Background: an optimization exercise with open tools, aiming at small area, a short achievable clock period and few clock cycles. Do not read the settings as production practice. Function was checked by simulation only, so behaviour that the tests miss may differ from the original. Power figures rest on the tool's default switching activity, not on a simulated workload.

## peak_interval_rate_estimator
module peak_interval_rate_estimator #(
    parameter int DEPTH = pire_pkg::DEPTH_DEFAULT
) (
    input  logic                           clk,
    input  logic                           rst_n,
    input  logic                           start,
    output logic                           busy,
    input  logic [10:0]                    cmd,
    output logic [20:0]                    result,
    output logic                           result_valid,
    input  logic                           cfg_valid,
    output logic                           cfg_ready,
    input  logic [pire_pkg::SPACING_W-1:0] cfg_data
);
make LEC_CHECK=0 CAP_MARGIN=20 CORE_MARGIN=2 CORE_UTILIZATION=40 SETUP_SLACK_MARGIN=2.8 SLEW_MARGIN=20 finish   # period 5.5 ns
run.sh (not shown) runs the stock make flow with config.mk's settings and CLKGATE_MAP_FILE= SYNTH_SCRIPT=/design/flow/synth_recipe.tcl, a recipe that flattens the netlist after the stock synthesis.
The starting point passed the timing, DRC and antenna checks.
Testbench counts at the start, summed over its fixed seeds: cycles 7,960.
Change:
Settings changed: PLACE_DENSITY set to 0.75, SETUP_SLACK_MARGIN 2.8 to 2.6.
=> The new run completed with no timing, DRC or antenna violations; setup slack is better by 0.0077 ns; first-iteration DRC count climbs by 5.8%; via count drops by 0.33%; global-route usage drops by 0.89 points; combinational power drops by 14%; clock-buffer cell count drops by 20; synthesized cell count is unchanged; total power drops by 3.9%; worst hold slack is worse by 0.016 ns; sequential power barely changes; routed wire length drops by 2.7%.

========
Starting RTL as in the previous note.
Design peak_interval_rate_estimator, start of the top module:
module peak_interval_rate_estimator #(
    parameter int DEPTH = pire_pkg::DEPTH_DEFAULT
) (
    input  logic                           clk,
    input  logic                           rst_n,
    input  logic                           start,
    output logic                           busy,
    input  logic [10:0]                    cmd,
    output logic [20:0]                    result,
    output logic                           result_valid,
    input  logic                           cfg_valid,
    output logic                           cfg_ready,
    input  logic [pire_pkg::SPACING_W-1:0] cfg_data
);
==> flow/config.mk <==
export PLATFORM = sky130hd
export DESIGN_NAME = peak_interval_rate_estimator
export DESIGN_NICKNAME = peak_interval_rate_estimator
export VERILOG_FILES = /design/flow/design.v
export SDC_FILE = /design/flow/constraint.sdc
export NUM_CORES = 4
export LEC_CHECK = 0
export ABC_AREA = 1
export CAP_MARGIN = 20
export CORE_MARGIN = 2
export CORE_UTILIZATION = 40
export SETUP_SLACK_MARGIN = 2.6
export SLEW_MARGIN = 20
==> flow/constraint.sdc <==
create_clock -name core_clock -period 5.5 [get_ports {clk}]
set_input_delay 1.1000 -clock core_clock [delete_from_list [all_inputs] [get_ports {clk}]]
set_output_delay 1.1000 -clock core_clock [all_outputs]
set_load 0.01 [all_outputs]
Testbench counts at the start, summed over its fixed seeds: cycles 7,960.
Change:
SETUP_SLACK_MARGIN = 3.2   (was 2.6)
Final area went up by about 4%; global-route usage went up by 1.3 points; total power went up by about 8%; non-clock buffer count went up by 112; synthesized cell count is unchanged; synthesized area is unchanged; count of clock-buffer cells in the layout went up by 17; clock skew went down by 0.0097 ns.
Change:
ABC_AREA = unset   (was 1)
SETUP_SLACK_MARGIN = 2.3   (was 3.2)
Register-to-register slack is worse by 0.53 ns.
Worst hold slack stays flat.
Area after synthesis is lower by about 4%.
First-iteration DRC count is lower by about 4.4%.
Total power is lower by about 18%.
Clock power is higher by about 5%.

========
Starting RTL as in the previous note.
==> flow/design.v (excerpt) <==
module peak_interval_rate_estimator #(
    parameter int DEPTH = pire_pkg::DEPTH_DEFAULT
) (
    input  logic                           clk,
    input  logic                           rst_n,
    input  logic                           start,
    output logic                           busy,
    input  logic [10:0]                    cmd,
    output logic [20:0]                    result,
    output logic                           result_valid,
    input  logic                           cfg_valid,
    output logic                           cfg_ready,
    input  logic [pire_pkg::SPACING_W-1:0] cfg_data
);
export LEC_CHECK = 0
export ABC_AREA = 1
export CAP_MARGIN = 20
export CORE_MARGIN = 2
export CORE_UTILIZATION = 40
export SETUP_SLACK_MARGIN = 2.4
export SLEW_MARGIN = 20
create_clock -name core_clock -period 5.5 [get_ports {clk}]
Testbench counts at the start, summed over its fixed seeds: cycles 7,960.
Rerun with:
--- a/flow/config.mk
+++ b/flow/config.mk
@@ -6,8 +6,7 @@
 export NUM_CORES = 4
 export LEC_CHECK = 0
-export ABC_AREA = 1
 export CAP_MARGIN = 20
 export CORE_MARGIN = 2
 export CORE_UTILIZATION = 40
-export SETUP_SLACK_MARGIN = 2.4
+export SETUP_SLACK_MARGIN = 2.6
 export SLEW_MARGIN = 20
=> The new run completed without violations; combinational power came out lower by about 33%; area after synthesis came out lower by about 4%; via count came out lower by 9.8%.
Rerun with:
--- a/flow/config.mk
+++ b/flow/config.mk
@@ -6,7 +6,8 @@
 export NUM_CORES = 4
 export LEC_CHECK = 0
+export ABC_AREA = 1
 export CAP_MARGIN = 20
 export CORE_MARGIN = 2
 export CORE_UTILIZATION = 40
-export SETUP_SLACK_MARGIN = 2.6
+export SETUP_SLACK_MARGIN = 2.9
 export SLEW_MARGIN = 20
=> The new run completed with no timing, DRC or antenna violations. Combinational power rose by 56%. Register-to-register slack is better by 340 ps. Setup slack gains 340 ps. Hold slack stays flat. Routed wire length came out higher by about 2.4%. Clock-buffer cell count rises by 6. Clock skew is higher by 9.3 ps. Clock power went down by about 2%. Core utilization fell by 0.53 points.

## static timing again, ports no longer ideal
The flow's constraints put no driver on any port. The routed layouts listed below were extracted and timed again, unchanged, in two steps. Step 1 (the two cells are an assumption about what drives the block):
set clk [get_ports {clk}]
set_driving_cell -lib_cell sky130_fd_sc_hd__clkbuf_16 $clk
set_driving_cell -lib_cell sky130_fd_sc_hd__buf_2 [delete_from_list [all_inputs] $clk]
Step 2 also shifts input and output timing later by t, the mid clock arrival at the registers, as if the neighbouring blocks saw the same clock. Slacks: ideal / step 1 / step 2; pairs: ideal / step 1.
| run | shift t [ns] | setup WS [ns] | hold WS [ns] | worst register clock-pin slew, ns | cell pins on the clock port's net |
|---|---|---|---|---|---|
| the first run of note 1 | 0.839 | 2.464 / 2.464 / 2.198 | 0.323 / 0.300 / 0.323 | 0.07 / 0.07 | 1 |
| the second run of note 1 | 0.839 | 2.472 / 2.472 / 2.038 | 0.307 / 0.307 / 0.307 | 0.07 / 0.07 | 1 |
| the first run of note 2 | 0.847 | 2.757 / 2.676 / 2.189 | 0.315 / 0.315 / 0.315 | 0.07 / 0.07 | 1 |
| the second run of note 2 | 0.833 | 2.810 / 2.810 / 2.575 | 0.323 / 0.288 / 0.323 | 0.07 / 0.07 | 1 |
| the third run of note 2 | 0.848 | 2.281 / 2.281 / 1.712 | 0.323 / 0.323 / 0.323 | 0.07 / 0.07 | 1 |
| the first run of note 3 | 0.847 | 2.553 / 2.471 / 2.205 | 0.312 / 0.312 / 0.312 | 0.07 / 0.07 | 1 |
| the second run of note 3 | 0.833 | 2.537 / 2.537 / 1.864 | 0.325 / 0.325 / 0.325 | 0.06 / 0.06 | 1 |
| the third run of note 3 | 0.839 | 2.875 / 2.875 / 2.361 | 0.324 / 0.324 / 0.324 | 0.07 / 0.07 | 1 |
After both steps setup and hold are still met in every run listed. The setup slack of the second run of note 3, which loses most, moves by 0.000 ns with the drivers and by -0.673 ns with both steps.
